Background: an optimization exercise with open tools, aiming at small area. Do not read the settings as production practice.
Function not checked in this run: the RTL went through the layout flow alone.
Power figures rest on the tool's default switching activity, not on a simulated workload.

==> flow/design.v <==
package meas_pkg;
    localparam int POINT_V_WIDTH   = 16;
    localparam int POINT_T_WIDTH   = 10;
    localparam int POINT_SEQ_WIDTH = 6;
    typedef struct packed {
        logic [POINT_SEQ_WIDTH-1:0] seq;
        logic [POINT_T_WIDTH-1:0]   t;
        logic [POINT_V_WIDTH-1:0]   v;
    } meas_point_t;
endpackage
module fifo_ram_sp #(
    parameter int DEPTH  = 64,
    parameter int WIDTH  = 32,
    parameter int ADDR_W = $clog2(DEPTH)
) (
    input  logic              clk,
    input  logic              we,
    input  logic [ADDR_W-1:0] waddr,
    input  logic [WIDTH-1:0]  wdata,
    input  logic [ADDR_W-1:0] raddr,
    output logic [WIDTH-1:0]  rdata
);
    logic [WIDTH-1:0] mem_r [DEPTH];
    always_ff @(posedge clk) begin
        if (we) begin
            mem_r[waddr] <= wdata;
        end else begin
            mem_r[waddr] <= mem_r[waddr];
        end
    end
    assign rdata = mem_r[raddr];
endmodule
module meas_point_buf #(
    parameter int DEPTH          = 64,
    parameter int V_WIDTH        = meas_pkg::POINT_V_WIDTH,
    parameter int T_WIDTH        = meas_pkg::POINT_T_WIDTH,
    parameter int SEQ_WIDTH      = meas_pkg::POINT_SEQ_WIDTH,
    parameter int DROP_CNT_WIDTH = 16
) (
    input  logic                      wb_clk_i,
    input  logic                      wb_rst_i,
    input  logic                      point_rdy_i,
    input  logic [V_WIDTH-1:0]        point_v_i,
    input  logic [T_WIDTH-1:0]        point_t_i,
    input  logic                      en_i,
    input  logic                      clr_i,
    input  logic                      pop_i,
    output logic [31:0]               rd_data_o,
    output logic                      rd_valid_o,
    output logic [$clog2(DEPTH):0]    level_o,
    output logic                      full_o,
    output logic                      ovf_o,
    output logic                      unf_o,
    output logic [DROP_CNT_WIDTH-1:0] drop_cnt_o
);
    localparam int ADDR_W = $clog2(DEPTH);
    localparam int LVL_W  = ADDR_W + 1;
    localparam logic [ADDR_W-1:0]         ADDR_ONE = ADDR_W'(1);
    localparam logic [LVL_W-1:0]          LVL_ONE  = LVL_W'(1);
    localparam logic [LVL_W-1:0]          LVL_FULL = LVL_W'(DEPTH);
    localparam logic [SEQ_WIDTH-1:0]      SEQ_ONE  = SEQ_WIDTH'(1);
    localparam logic [DROP_CNT_WIDTH-1:0] DROP_ONE = DROP_CNT_WIDTH'(1);
    localparam logic [DROP_CNT_WIDTH-1:0] DROP_MAX = {DROP_CNT_WIDTH{1'b1}};
    logic [ADDR_W-1:0]         wr_ptr_r;
    logic [ADDR_W-1:0]         rd_ptr_r;
    logic [LVL_W-1:0]          level_r;
    logic [SEQ_WIDTH-1:0]      seq_r;
    logic [DROP_CNT_WIDTH-1:0] drop_cnt_r;
    logic                      ovf_r;
    logic                      unf_r;
    logic        empty_s;
    logic        full_s;
    logic        push_ok_s;
    logic        pop_ok_s;
    logic        drop_s;
    logic        pop_empty_s;
    logic        ram_we_s;
    logic [31:0] wr_word_s;
    logic [31:0] ram_rd_s;
    always_comb begin
        empty_s     = (level_r == {LVL_W{1'b0}});
        full_s      = (level_r == LVL_FULL);
        pop_ok_s    = 1'b0;
        pop_empty_s = 1'b0;
        push_ok_s   = 1'b0;
        drop_s      = 1'b0;
        if (pop_i) begin
            pop_ok_s    = ~empty_s;
            pop_empty_s = empty_s;
        end else begin
            pop_ok_s    = 1'b0;
            pop_empty_s = 1'b0;
        end
        if (point_rdy_i && en_i) begin
            push_ok_s = ~full_s | pop_ok_s;
            drop_s    = full_s & ~pop_ok_s;
        end else begin
            push_ok_s = 1'b0;
            drop_s    = 1'b0;
        end
        ram_we_s  = push_ok_s & ~clr_i & ~wb_rst_i;
        wr_word_s = {seq_r, point_t_i, point_v_i};
    end
    fifo_ram_sp #(
        .DEPTH (DEPTH),
        .WIDTH (32)
    ) u_ram (
        .clk   (wb_clk_i),
        .we    (ram_we_s),
        .waddr (wr_ptr_r),
        .wdata (wr_word_s),
        .raddr (rd_ptr_r),
        .rdata (ram_rd_s)
    );
    always_ff @(posedge wb_clk_i) begin
        if (wb_rst_i || clr_i) begin
            wr_ptr_r   <= {ADDR_W{1'b0}};
            rd_ptr_r   <= {ADDR_W{1'b0}};
            level_r    <= {LVL_W{1'b0}};
            seq_r      <= {SEQ_WIDTH{1'b0}};
            drop_cnt_r <= {DROP_CNT_WIDTH{1'b0}};
            ovf_r      <= 1'b0;
            unf_r      <= 1'b0;
        end else begin
            if (push_ok_s) begin
                wr_ptr_r <= wr_ptr_r + ADDR_ONE;
                seq_r    <= seq_r + SEQ_ONE;
            end
            if (pop_ok_s) begin
                rd_ptr_r <= rd_ptr_r + ADDR_ONE;
            end
            case ({push_ok_s, pop_ok_s})
                2'b10:   level_r <= level_r + LVL_ONE;
                2'b01:   level_r <= level_r - LVL_ONE;
                default: level_r <= level_r;
            endcase
            if (drop_s) begin
                ovf_r <= 1'b1;
                if (drop_cnt_r != DROP_MAX) begin
                    drop_cnt_r <= drop_cnt_r + DROP_ONE;
                end
            end
            if (pop_empty_s) begin
                unf_r <= 1'b1;
            end
        end
    end
    assign rd_valid_o = ~empty_s;
    assign rd_data_o  = empty_s ? 32'h0000_0000 : ram_rd_s;
    assign level_o    = level_r;
    assign full_o     = full_s;
    assign ovf_o      = ovf_r;
    assign unf_o      = unf_r;
    assign drop_cnt_o = drop_cnt_r;
endmodule
==> flow/run.sh <==
#!/bin/bash
# synth_recipe.tcl (not shown) runs the flow's synth.tcl, then flattens the netlist and writes it again
# the make line also repeats each setting of config.mk as NAME=value (left out here)
make -C /OpenROAD-flow-scripts/flow DESIGN_CONFIG=/design/flow/config.mk WORK_HOME=/design/flow/orfs CLKGATE_MAP_FILE= SYNTH_SCRIPT=/design/flow/synth_recipe.tcl finish
==> flow/config.mk <==
export PLATFORM = sky130hd
export DESIGN_NAME = meas_point_buf
export DESIGN_NICKNAME = meas_point_buf
export VERILOG_FILES = /design/flow/design.v
export SDC_FILE = /design/flow/constraint.sdc
export NUM_CORES = 4
export LEC_CHECK = 0
export CAP_MARGIN = 20
export CORE_MARGIN = 2
export CORE_UTILIZATION = 45
export SLEW_MARGIN = 20
==> flow/constraint.sdc <==
create_clock -name core_clock -period 10.0 [get_ports {wb_clk_i}]
set_input_delay 2.0000 -clock core_clock [delete_from_list [all_inputs] [get_ports {wb_clk_i}]]
set_output_delay 2.0000 -clock core_clock [all_outputs]
set_load 0.01 [all_outputs]
==> impl_metrics.tcl <==
set metrics [dict create \
    worst_hold_path_type "flip-flop to flip-flop" \
    die-height_um 427 \
    setup_viol 0 \
    synth.most_common_cell "edfxtp_1" \
    maxSlewViolCount 0 \
    post-synth-top-area-cell "edfxtp_1" \
    max-cap-violations 0 \
    synthTopCellsByArea "edfxtp_1 (76%), mux4_2 (16%), mux2i_1 (1.4%), dfxtp_1 (1.2%), nor2_1 (0.65%)" \
    critical_path.startpoint_type "flip-flop" \
    row_count 155 \
    fin_skew_ns 0.0380 \
    tritoncts "built" \
    root_buffer "clkbuf_16" \
    total_congestion_overflow 0 \
    clkSlewWorstSetupHoldPaths_ns 0.06 \
    die_w_um 427 \
    fin_worst_hold_slack_ns 0.481 \
    number_of_vias_in_the_routed_layout 38600 \
    setup.worst_path.class "flip-flop to output pin" \
    die_area_mm2 0.183 \
    yosysTopAreaCellShare 0.762 \
    grt_setup_unrepaired "no" \
    detailed_place_hpwl_um 111000 \
    syn2layout_area_growth_pct 13.2 \
    max_freq_mhz 139 \
    critical_path.max_fanout 57 \
    ctsLongestPathBuffers 3 \
    intPower_mw 14.0 \
    outcome "complete, no violations" \
    maximum_vdd_drop_mv 0.175 \
    net_count_after_synthesis 3576 \
    via_count_of_the_first_global_routing_pass 38500 \
    power.net_switching_mw 3.51 \
    antenna_violations_before_repair 9 \
    drt_first_iter_violations 4679 \
    worst_ep_arrival_time_ns 5.21 \
    postSynthCellCount 3534 \
    comb_power_share 0.026 \
    synth.cell_area_mm2 0.0807 \
    syn_avg_cell_area_um2 22.8 \
    final.period_utilization 0.721 \
    route.detailed.vias_per_inst 6.14 \
    worst_ep_required_time_ns 8.00 \
    global_route_wire_length_before_repair_um 298000 \
    post_cts_resize_count 0 \
    sequential_share_of_power 0.550 \
    antenna_left 0 \
    yosys_most_used_dff "edfxtp_1" \
    end_kind "output pin" \
    slew_headroom 0.201 \
    coreArea_mm2 0.178 \
    worstMarginPinSlew_ns 1.19 \
    crit_path_max_incr_delay_ns 0.93 \
    num_io_pins 91 \
    fin_tns_setup_ns 0 \
    ctsHtreeMaxLevel 4 \
    wl_um 211000 \
    synth-edff-count 2048 \
    cell_chain_critical_path "buf_12 > buf_12 > mux4_2 > mux4_2 > mux2i_1 > o22ai_1 > clkdlybuf4s50_1" \
    wl_per_cell_um 33.6 \
    asyncSetResetFlopFracSynth 0 \
    cts_setup_buffers 0 \
    timing.final.crit_period_ns 7.21 \
    p_leak_nw 27.2 \
    pin_count_of_the_biggest_net_entering_global_routing 109 \
    critical-path-slowest-cell "dfxtp_4" \
    synth.ff_latch_count 2097 \
    synth_cell_types 61 \
    clkPwrFrac 0.423 \
    clk_latency_ns 0.84 \
    cts_num_sinks 2097 \
    placement.io_buffers 90 \
    synth.cells.most_frequent "edfxtp_1 (2048), mux4_2 (562), nor2_1 (139)" \
    final_nets 3806 \
    postCtsHoldBufs 0 \
    grtUsageTotal 0.234 \
    hold_violation_count_in_the_final_report 0 \
    yosysWarnings 2 \
    first_pass_iters 7 \
    post_route_cells_drive_above_1_share 0.274 \
    seq_area_frac_synth 0.774 \
    tritoncts.num_buffers 207 \
    place_congestion 0.780 \
    netSwitchingFraction 0.201 \
    power-per-cell-area_mw_per_mm2 192 \
    initial_core_util 0.453 \
    drc 0 \
]
-- final timing paths --
| check | startpoint | endpoint | slack (ns) | cells past startpoint |
|---|---|---|---|---|
| worst min register to register | ovf_r$_SDFFE_PP0P_ | ovf_r$_SDFFE_PP0P_ | 0.48 | 2 |
| worst max-delay path | flip-flop | rd_data_o[5] | 2.79 | 7 |
| worst min-delay path | ovf_r$_SDFFE_PP0P_ | ovf_r$_SDFFE_PP0P_ | 0.48 | 2 |
| worst max register to register | level_r[0]$_SDFFE_PP0P_ | u_ram.mem_r[39][9]$_DFFE_PP_ | 5.71 | 7 |
-- cell families after synthesis --
logic type,Yosys count,share of synthesized area
mux,686,0.172
flops,2097,0.774
fa+ha+maj,10,0.00164
buf+inv,201,0.0142
compound gates,183,0.0154
xor+xnor,32,0.00347
simple gates,325,0.0187
-- cell usage in the layout (no fill, tap or decap), types with 11 or more instances in the layout --
master           instances
nor2_1                  72
nor3_1                  12
a211oi_1                26
mux2i_1                115
nor2_4                  64
bufinv_16               11
mux4_2                 562
a22oi_1                 28
a21oi_1                 32
buf_4                  126
xor2_1                  23
clkinv_1                42
nand2_1                 69
buf_12                  12
nand4_1                 17
clkinv_2                29
nor2b_1                 30
clkbuf_1                58
clkbuf_16              214
o21ai_1                 20
edfxtp_1              2048
dfxtp_1                 38
clkdlybuf4s50_1         64
nand3_1                 25
o22ai_1                 22
-- cell type report --
type | count | area [um2]
Timing Repair Buffer | 210 | 1890
Antenna cell | 5 | 12.5
Clock buffer | 275 | 5610
Multi-Input combinational cell | 1236 | 17600
Clock inverter | 91 | 731
Fill cell | 13800 | 86900
Tap cell | 2355 | 2950
Inverter | 12 | 50.0
Sequential cell | 2097 | 62500
-- worst max-delay path, delay by kind of cell (launching register included) --
family                 cells  cell delay, ns
AOI/OAI and AO/OA          1            0.43
buffers and inverters      3            1.39
DFF                        1            0.93
muxes                      3            1.53
-- power by group through the flow --
stage               Clock, mW  Combinational (mW)  Sequential, mW
floorplan                   0               0.230            9.81
global placement            0               0.457            9.82
detailed placement          0               0.462            9.82
CTS                      7.53               0.463            9.63
global route             7.89               0.493            9.62
finish                   7.40               0.458            9.63
-- sequential cells by signal (all words and copies together), names as in the netlist, named ones only --
signal,flops
wr_ptr_r,6
level_r,7
drop_cnt_r,16
seq_r,6
u_ram.mem_r,2048
rd_ptr_r,6
unf_r,1
ovf_r,1
-- through the flow --
| step | setup WS, ns | std cells | total power [mW] | cell area [um2] | util |
|---|---|---|---|---|---|
| 5_1_grt | 2.49 | 6278 | 18.0 | 91300 | 0.512 |
| 6_report | 2.79 | 6281 | 17.5 | 91300 | 0.512 |
| 2_1_floorplan | 4.91 | 3534 | 10.0 | 80700 | - |
| 4_1_cts | 2.66 | 6276 | 17.6 | 91300 | 0.512 |
| 3_5_place_dp | 3.56 | 5910 | 10.3 | 84900 | 0.476 |
| 3_3_place_gp | 3.55 | 5907 | 10.3 | 84800 | 0.476 |
-- layer usage --
layer | part of all wire | up-vias | wire (um) | global-route usage
li1 | - | 15400 | - | -
met3 | 0.079 | 311 | 16600 | 0.0449
met2 | 0.48 | 1680 | 101000 | 0.365
met5 | 0.0011 | - | 225 | 0.00767
met4 | 0.026 | 10 | 5460 | 0.0646
met1 | 0.41 | 21100 | 87500 | 0.338

-- static timing again, ports no longer ideal --
The flow's constraints put no driver on any port. The routed layout listed below was extracted and timed again, unchanged, in two steps.
Step 1 sets driving cells, clkbuf_16 on the clock port and buf_2 on the other inputs (assumed; they add their load-dependent delay and slew).
Step 2 moves the port delays by t, midway between the first and last clock arrival at a register: inputs arrive t later, outputs are due t later. That takes back most of the time a late clock gives input paths.
Slacks: no drivers / after step 1 / after step 2; pairs: no drivers / after step 1.
t (ns): 0.910
slack for setup (ns): 2.786 / 2.699 / 3.466
hold slack, ns: 0.481 / 0.481 / 0.481
clock arrival spread, ns: 0.045 / 0.044
After both steps this run still meets setup and hold. For this run, drivers alone change the setup slack by -0.087 ns; drivers and shift together by +0.680 ns.
